This design comes from an exercise in tuning for small area on the open sky130 flow, not from production work.
In this exercise RTL edits were held to simulation tests only and were not proved equivalent to the original.
Power figures rest on the tool's default switching activity, not on a simulated workload.

==> run Z <==
==> flow/design.v <==
package brfs_pkg;
    localparam logic [3:0] CMD_PUSH        = 4'd0;
    localparam logic [3:0] CMD_POP         = 4'd1;
    localparam logic [3:0] CMD_PEEK        = 4'd2;
    localparam logic [3:0] CMD_SEARCH      = 4'd3;
    localparam logic [3:0] CMD_SEARCH_CRLF = 4'd4;
    localparam logic [3:0] CMD_DROP_ONE    = 4'd5;
    localparam logic [3:0] CMD_ADVANCE     = 4'd6;
    localparam logic [3:0] CMD_DROP_CR     = 4'd7;
    localparam logic [3:0] CMD_DROP_CRLF   = 4'd8;
    localparam logic [3:0] CMD_EMPTY       = 4'd9;
    localparam logic [1:0] ST_OK        = 2'd0;
    localparam logic [1:0] ST_FULL      = 2'd1;
    localparam logic [1:0] ST_EMPTYBUF  = 2'd2;
    localparam logic [1:0] ST_NOT_FOUND = 2'd3;
    localparam logic [7:0] CH_CR     = 8'h0D;
    localparam logic [7:0] CH_LF     = 8'h0A;
endpackage
import brfs_pkg::*;
module brfs_cell (
    input  logic [7:0] byte_in,
    input  logic [7:0] key,
    output logic       key_hit,
    output logic       cr_hit,
    output logic       lf_hit
);
    assign key_hit = (byte_in == key);
    assign cr_hit  = (byte_in == CH_CR);
    assign lf_hit  = (byte_in == CH_LF);
endmodule
import brfs_pkg::*;
module byte_ring_fifo_with_search (
    input  logic               aclk,
    input  logic               aresetn,
    input  logic               s_valid,
    output logic               s_ready,
    input  logic [19:0]        s_data,
    output logic               m_valid,
    input  logic               m_ready,
    output logic [29:0]        m_data,
    input  logic               cfg_valid,
    output logic               cfg_ready,
    input  logic [6:0]         cfg_data
);
    localparam int N = 63;
    logic [8*N-1:0] ring;        
    logic [5:0]     pos;         
    logic [5:0]     fill_reg;    
    logic [5:0]     lm_reg;      
    logic           mv_reg;      
    logic           go_reg;      
    logic           cr_reg;      
    logic [1:0]     sts_reg;
    logic [7:0]     rb_reg;
    logic [5:0]     fp_reg;      
    logic [3:0]     op;
    logic [7:0]     kb, kp, pb;
    logic [5:0]     free_cnt;
    logic           full, empty, eq_f, eq_p, at_end, act;
    logic           key_hit, cr_hit, lf_hit;
    logic           done, wr, rm, rm_keep, clr, inc, rb_ld, fp_ld, fp_keep, cr_set;
    logic [1:0]     sts_n;
    logic [5:0]     cfg_lm;
    assign op = s_data[19:16];
    assign kb = s_data[15:8];
    assign kp = s_data[7:0];
    assign pb = ring[8*N-1 -: 8];
    brfs_cell u_cmp (
        .byte_in(pb),
        .key    (kb),
        .key_hit(key_hit),
        .cr_hit (cr_hit),
        .lf_hit (lf_hit)
    );
    assign free_cnt = lm_reg - fill_reg;
    assign full     = (free_cnt == 6'd0);
    assign empty    = (fill_reg == 6'd0);
    assign eq_f     = (pos == fill_reg);
    assign eq_p     = (kp[7:6] == 2'b00) && (pos == kp[5:0]);
    assign at_end   = eq_f || (go_reg && pos == 6'd0);
    assign act      = s_valid && !mv_reg && (go_reg || pos == 6'd0);
    always_comb begin
        done    = 1'b0;
        wr      = 1'b0;
        rm      = 1'b0;      
        rm_keep = 1'b0;      
        clr     = 1'b0;
        inc     = 1'b0;
        rb_ld   = 1'b0;
        fp_ld   = 1'b0;
        fp_keep = 1'b0;
        cr_set  = 1'b0;
        sts_n   = ST_OK;
        if (act) begin
            if (empty && op != CMD_PUSH && op <= CMD_DROP_CRLF) begin
                done  = 1'b1;
                sts_n = ST_EMPTYBUF;
            end else begin
                case (op)
                    CMD_PUSH: begin
                        if (full) begin
                            done  = 1'b1;
                            sts_n = ST_FULL;
                        end else if (eq_f) begin
                            done = 1'b1;
                            wr   = 1'b1;
                            inc  = 1'b1;
                        end
                    end
                    CMD_POP: begin
                        done  = 1'b1;
                        rm    = 1'b1;
                        rb_ld = 1'b1;
                    end
                    CMD_DROP_ONE: begin
                        done = 1'b1;
                        rm   = 1'b1;
                    end
                    CMD_PEEK: begin
                        if (at_end) begin
                            done  = 1'b1;
                            sts_n = ST_NOT_FOUND;
                        end else if (eq_p) begin
                            done  = 1'b1;
                            rb_ld = 1'b1;
                        end
                    end
                    CMD_SEARCH: begin
                        if (at_end || eq_p) begin
                            done  = 1'b1;
                            sts_n = ST_NOT_FOUND;
                        end else if (key_hit) begin
                            done  = 1'b1;
                            fp_ld = 1'b1;
                        end
                    end
                    CMD_SEARCH_CRLF, CMD_DROP_CRLF: begin
                        if (!cr_reg) begin
                            if (at_end) begin
                                done  = 1'b1;
                                sts_n = ST_NOT_FOUND;
                            end else if (cr_hit) begin
                                cr_set = 1'b1;
                                fp_ld  = 1'b1;
                            end
                        end else begin
                            done = 1'b1;
                            if (!at_end && lf_hit) begin
                                fp_keep = 1'b1;
                                rm      = (op == CMD_DROP_CRLF);
                            end else begin
                                sts_n = ST_NOT_FOUND;
                            end
                        end
                    end
                    CMD_DROP_CR: begin
                        if (at_end) begin
                            done  = 1'b1;
                            sts_n = ST_NOT_FOUND;
                        end else if (cr_hit) begin
                            done  = 1'b1;
                            fp_ld = 1'b1;
                            rm    = 1'b1;
                        end
                    end
                    CMD_ADVANCE: begin
                        if (at_end) begin
                            done = 1'b1;
                            clr  = 1'b1;
                        end else if (eq_p) begin
                            done    = 1'b1;
                            rm      = 1'b1;
                            rm_keep = 1'b1;
                        end
                    end
                    CMD_EMPTY: begin
                        done = 1'b1;
                        clr  = 1'b1;
                    end
                    default: begin
                        done  = 1'b1;
                        sts_n = ST_NOT_FOUND;
                    end
                endcase
            end
        end
    end
    assign cfg_lm = (cfg_data < 7'd2)  ? 6'd1 :
                    (cfg_data > 7'd64) ? 6'd63 : 6'(cfg_data - 7'd1);
    assign s_ready   = done;
    assign cfg_ready = !mv_reg;
    assign m_valid   = mv_reg;
    assign m_data    = {sts_reg, rb_reg, {2{&fp_reg}}, fp_reg, fill_reg, free_cnt};
    always_ff @(posedge aclk) begin
        ring <= {ring[8*N-9:0], wr ? kb : pb};
    end
    always_ff @(posedge aclk) begin
        if (!aresetn) begin
            pos <= 6'd0;
        end else if (rm) begin
            pos <= {5'd0, rm_keep};
        end else if (pos == 6'd62) begin
            pos <= 6'd0;
        end else begin
            pos <= pos + 6'd1;
        end
    end
    always_ff @(posedge aclk) begin
        if (!aresetn) begin
            fill_reg <= 6'd0;
            lm_reg   <= 6'd63;
            mv_reg   <= 1'b0;
        end else begin
            if (cfg_valid && !mv_reg) begin
                lm_reg   <= cfg_lm;
                fill_reg <= 6'd0;
            end else if (clr) begin
                fill_reg <= 6'd0;
            end else begin
                fill_reg <= fill_reg + (rm ? ~pos : 6'd0) + {5'd0, inc | rm_keep};
            end
            mv_reg <= mv_reg ? !m_ready : done;
        end
    end
    always_ff @(posedge aclk) begin
        go_reg <= act && !done;
        cr_reg <= act && !done && (cr_reg || cr_set);
        if (!mv_reg) begin
            sts_reg <= sts_n;
            rb_reg  <= rb_ld ? pb : 8'd0;
            if (fp_ld) begin
                fp_reg <= pos;
            end else if (!(cr_reg && (fp_keep || !done))) begin
                fp_reg <= 6'd63;
            end
        end
    end
endmodule
==> flow/run.sh <==
#!/bin/bash
# synth_recipe.tcl (not shown) runs the flow's synth.tcl, then flattens the netlist and writes it again
# the make line also repeats each setting of config.mk as NAME=value (left out here)
make -C /OpenROAD-flow-scripts/flow DESIGN_CONFIG=/design/flow/config.mk WORK_HOME=/design/flow/orfs CLKGATE_MAP_FILE= SYNTH_SCRIPT=/design/flow/synth_recipe.tcl finish
==> flow/config.mk <==
export PLATFORM = sky130hd
export DESIGN_NAME = byte_ring_fifo_with_search
export DESIGN_NICKNAME = byte_ring_fifo_with_search
export VERILOG_FILES = /design/flow/design.v
export SDC_FILE = /design/flow/constraint.sdc
export NUM_CORES = 4
export LEC_CHECK = 0
export CAP_MARGIN = 20
export CORE_MARGIN = 2
export CORE_UTILIZATION = 60
export CTS_BUF_LIST = sky130_fd_sc_hd__clkbuf_2 sky130_fd_sc_hd__clkbuf_4 sky130_fd_sc_hd__clkbuf_8
export SLEW_MARGIN = 20
==> flow/constraint.sdc <==
create_clock -name core_clock -period 7.0 [get_ports {aclk}]
set_input_delay 1.4000 -clock core_clock [delete_from_list [all_inputs] [get_ports {aclk}]]
set_output_delay 1.4000 -clock core_clock [all_outputs]
set_load 0.01 [all_outputs]
==> run C: changes against run Z <==
--- a/flow/design.v
+++ b/flow/design.v
@@ -48,3 +48,3 @@
     logic [5:0]     fill_reg;    
-    logic [5:0]     lm_reg;      
+    logic [5:0]     len_reg;     
     logic           mv_reg;      
@@ -53,4 +53,6 @@
     logic [1:0]     sts_reg;
-    logic [7:0]     rb_reg;
-    logic [5:0]     fp_reg;      
+    logic           rbv_reg;     
+    logic [7:0]     val_reg;     
+    logic [7:0]     rb_out;
+    logic [5:0]     fp_out;
     logic [3:0]     op;
@@ -62,3 +64,3 @@
     logic [1:0]     sts_n;
-    logic [5:0]     cfg_lm;
+    logic [5:0]     cfg_len;
     assign op = s_data[19:16];
@@ -74,3 +76,3 @@
     );
-    assign free_cnt = lm_reg - fill_reg;
+    assign free_cnt = len_reg + ~fill_reg;     
     assign full     = (free_cnt == 6'd0);
@@ -187,4 +189,4 @@
     end
-    assign cfg_lm = (cfg_data < 7'd2)  ? 6'd1 :
-                    (cfg_data > 7'd64) ? 6'd63 : 6'(cfg_data - 7'd1);
+    assign cfg_len = (cfg_data < 7'd2)   ? 6'd2 :
+                     (cfg_data >= 7'd64) ? 6'd0 : cfg_data[5:0];
     assign s_ready   = done;
@@ -192,3 +194,5 @@
     assign m_valid   = mv_reg;
-    assign m_data    = {sts_reg, rb_reg, {2{&fp_reg}}, fp_reg, fill_reg, free_cnt};
+    assign rb_out    = rbv_reg ? val_reg : 8'd0;
+    assign fp_out    = rbv_reg ? 6'd63 : val_reg[5:0];
+    assign m_data    = {sts_reg, rb_out, {2{&fp_out}}, fp_out, fill_reg, free_cnt};
     always_ff @(posedge aclk) begin
@@ -210,3 +214,3 @@
             fill_reg <= 6'd0;
-            lm_reg   <= 6'd63;
+            len_reg  <= 6'd0;
             mv_reg   <= 1'b0;
@@ -214,3 +218,3 @@
             if (cfg_valid && !mv_reg) begin
-                lm_reg   <= cfg_lm;
+                len_reg  <= cfg_len;
                 fill_reg <= 6'd0;
@@ -229,7 +233,10 @@
             sts_reg <= sts_n;
-            rb_reg  <= rb_ld ? pb : 8'd0;
-            if (fp_ld) begin
-                fp_reg <= pos;
+            rbv_reg       <= rb_ld;
+            val_reg[7:6]  <= pb[7:6];
+            if (rb_ld) begin
+                val_reg[5:0] <= pb[5:0];
+            end else if (fp_ld) begin
+                val_reg[5:0] <= pos;
             end else if (!(cr_reg && (fp_keep || !done))) begin
-                fp_reg <= 6'd63;
+                val_reg[5:0] <= 6'd63;
             end
==> flow/flow/run.sh (new file) <==
#!/bin/bash
# Own layout flow: the standard flow (standard synthesis unchanged), with the port
# buffers made of the smallest buffer cell and the clock tree built with the options below.
set -euo pipefail
export BUFFER_PORTS_ARGS="-buffer_cell sky130_fd_sc_hd__buf_1"
export CTS_ARGS="-sink_clustering_enable -repair_clock_nets -dont_use_dummy_load -sink_clustering_size 32 -sink_clustering_max_diameter 50 -buf_list {sky130_fd_sc_hd__clkbuf_16}"
bash standard.sh > standard_flow.log 2>&1
==> flow/standard.sh (new file) <==
#!/bin/bash
# synth_recipe.tcl (not shown) runs the flow's synth.tcl, then flattens the netlist and writes it again
# the make line also repeats each setting of config.mk as NAME=value (left out here)
make -C /OpenROAD-flow-scripts/flow DESIGN_CONFIG=/design/flow/config.mk WORK_HOME=/design/flow/orfs CLKGATE_MAP_FILE= SYNTH_SCRIPT=/design/flow/synth_recipe.tcl "${@:-finish}"
CORE_UTILIZATION = 70   (was 60)
CTS_BUF_LIST = default   (was sky130_fd_sc_hd__clkbuf_2 sky130_fd_sc_hd__clkbuf_4 sky130_fd_sc_hd__clkbuf_8)
PLACE_DENSITY = 0.85   (was default)
removed: flow/run.sh
==> qor summary <==
quantity	run Z	run C
Synthesized area divided by synthesized cell count	15.7 sq um	15.8 sq um
Post-layout power	5.88 mW	4.75 mW
Combinational power share	2.4%	2.3%
Worst-case setup margin in the final layout	1.48 ns	2.02 ns
Switching share of power	20.3%	19.8%
P_seq	3.13 mW	3.10 mW
Setup Skew	0.0243 ns	0.0637 ns
Cell with the largest stage delay on the worst path	sky130_fd_sc_hd__or4_1	sky130_fd_sc_hd__buf_1
Share of synthesized area spent on multiplexers	0.694%	0.711%
Cell area after placement	13,800 sq um	13,100 sq um
Die X	151 microns	139 microns
Routed wire length on met3	888 microns	935 microns
Total instance count after detailed placement	1,150	1,084
Initial Util	61.3%	71.0%
Share of the yosys chip area belonging to registers	84.7%	85.5%
Layout Nets	1,000	931
Worst setup path start	s_data[19]	s_data[18]
XOR/XNOR Fraction of Synth Area	2.42%	2.35%
Run status	timing/DRC/antenna clean	timing/DRC/antenna clean
Global router's overall resource usage	18.0%	20.5%
Diode insertion count for antenna repair	1	0
H-Tree Level Count	3	1
Number of violations reported at the end of detailed-routing iteration 0	176	372
Later-pin clock latency in the skew report	0.58 ns	0.56 ns
First-pass GRT wire length	31,500 microns	30,800 microns
Well Taps	275	229
Final core utilization	73.4%	77.3%

-- port drivers added, routing unchanged --
The flow's constraints put no driver on any port. The routed layouts listed below were extracted and timed again, unchanged, in two steps. Step 1: set_driving_cell puts a clkbuf_16 on aclk and a buf_2 on each other input, an assumption about the parent block. Step 2 also shifts input and output timing later by t, the mid clock arrival at the registers, as if the neighbouring blocks saw the same clock. Slacks: no drivers / after step 1 / after step 2; pairs: no drivers / after step 1.
| run | t, ns | slack for setup (ns) | worst setup path at the end | slew at the worst register clock pin (ns) |
|---|---|---|---|---|
| run Z | 0.613 | 1.476 / 1.448 / 1.448 | input to output | 0.07 / 0.07 |
| run C | 0.570 | 2.023 / 1.976 / 1.976 | input to output | 0.11 / 0.11 |
After both steps setup and hold are still met in every run listed. For run C, which loses most, drivers alone change the setup slack by -0.047 ns; drivers and shift together by -0.047 ns.
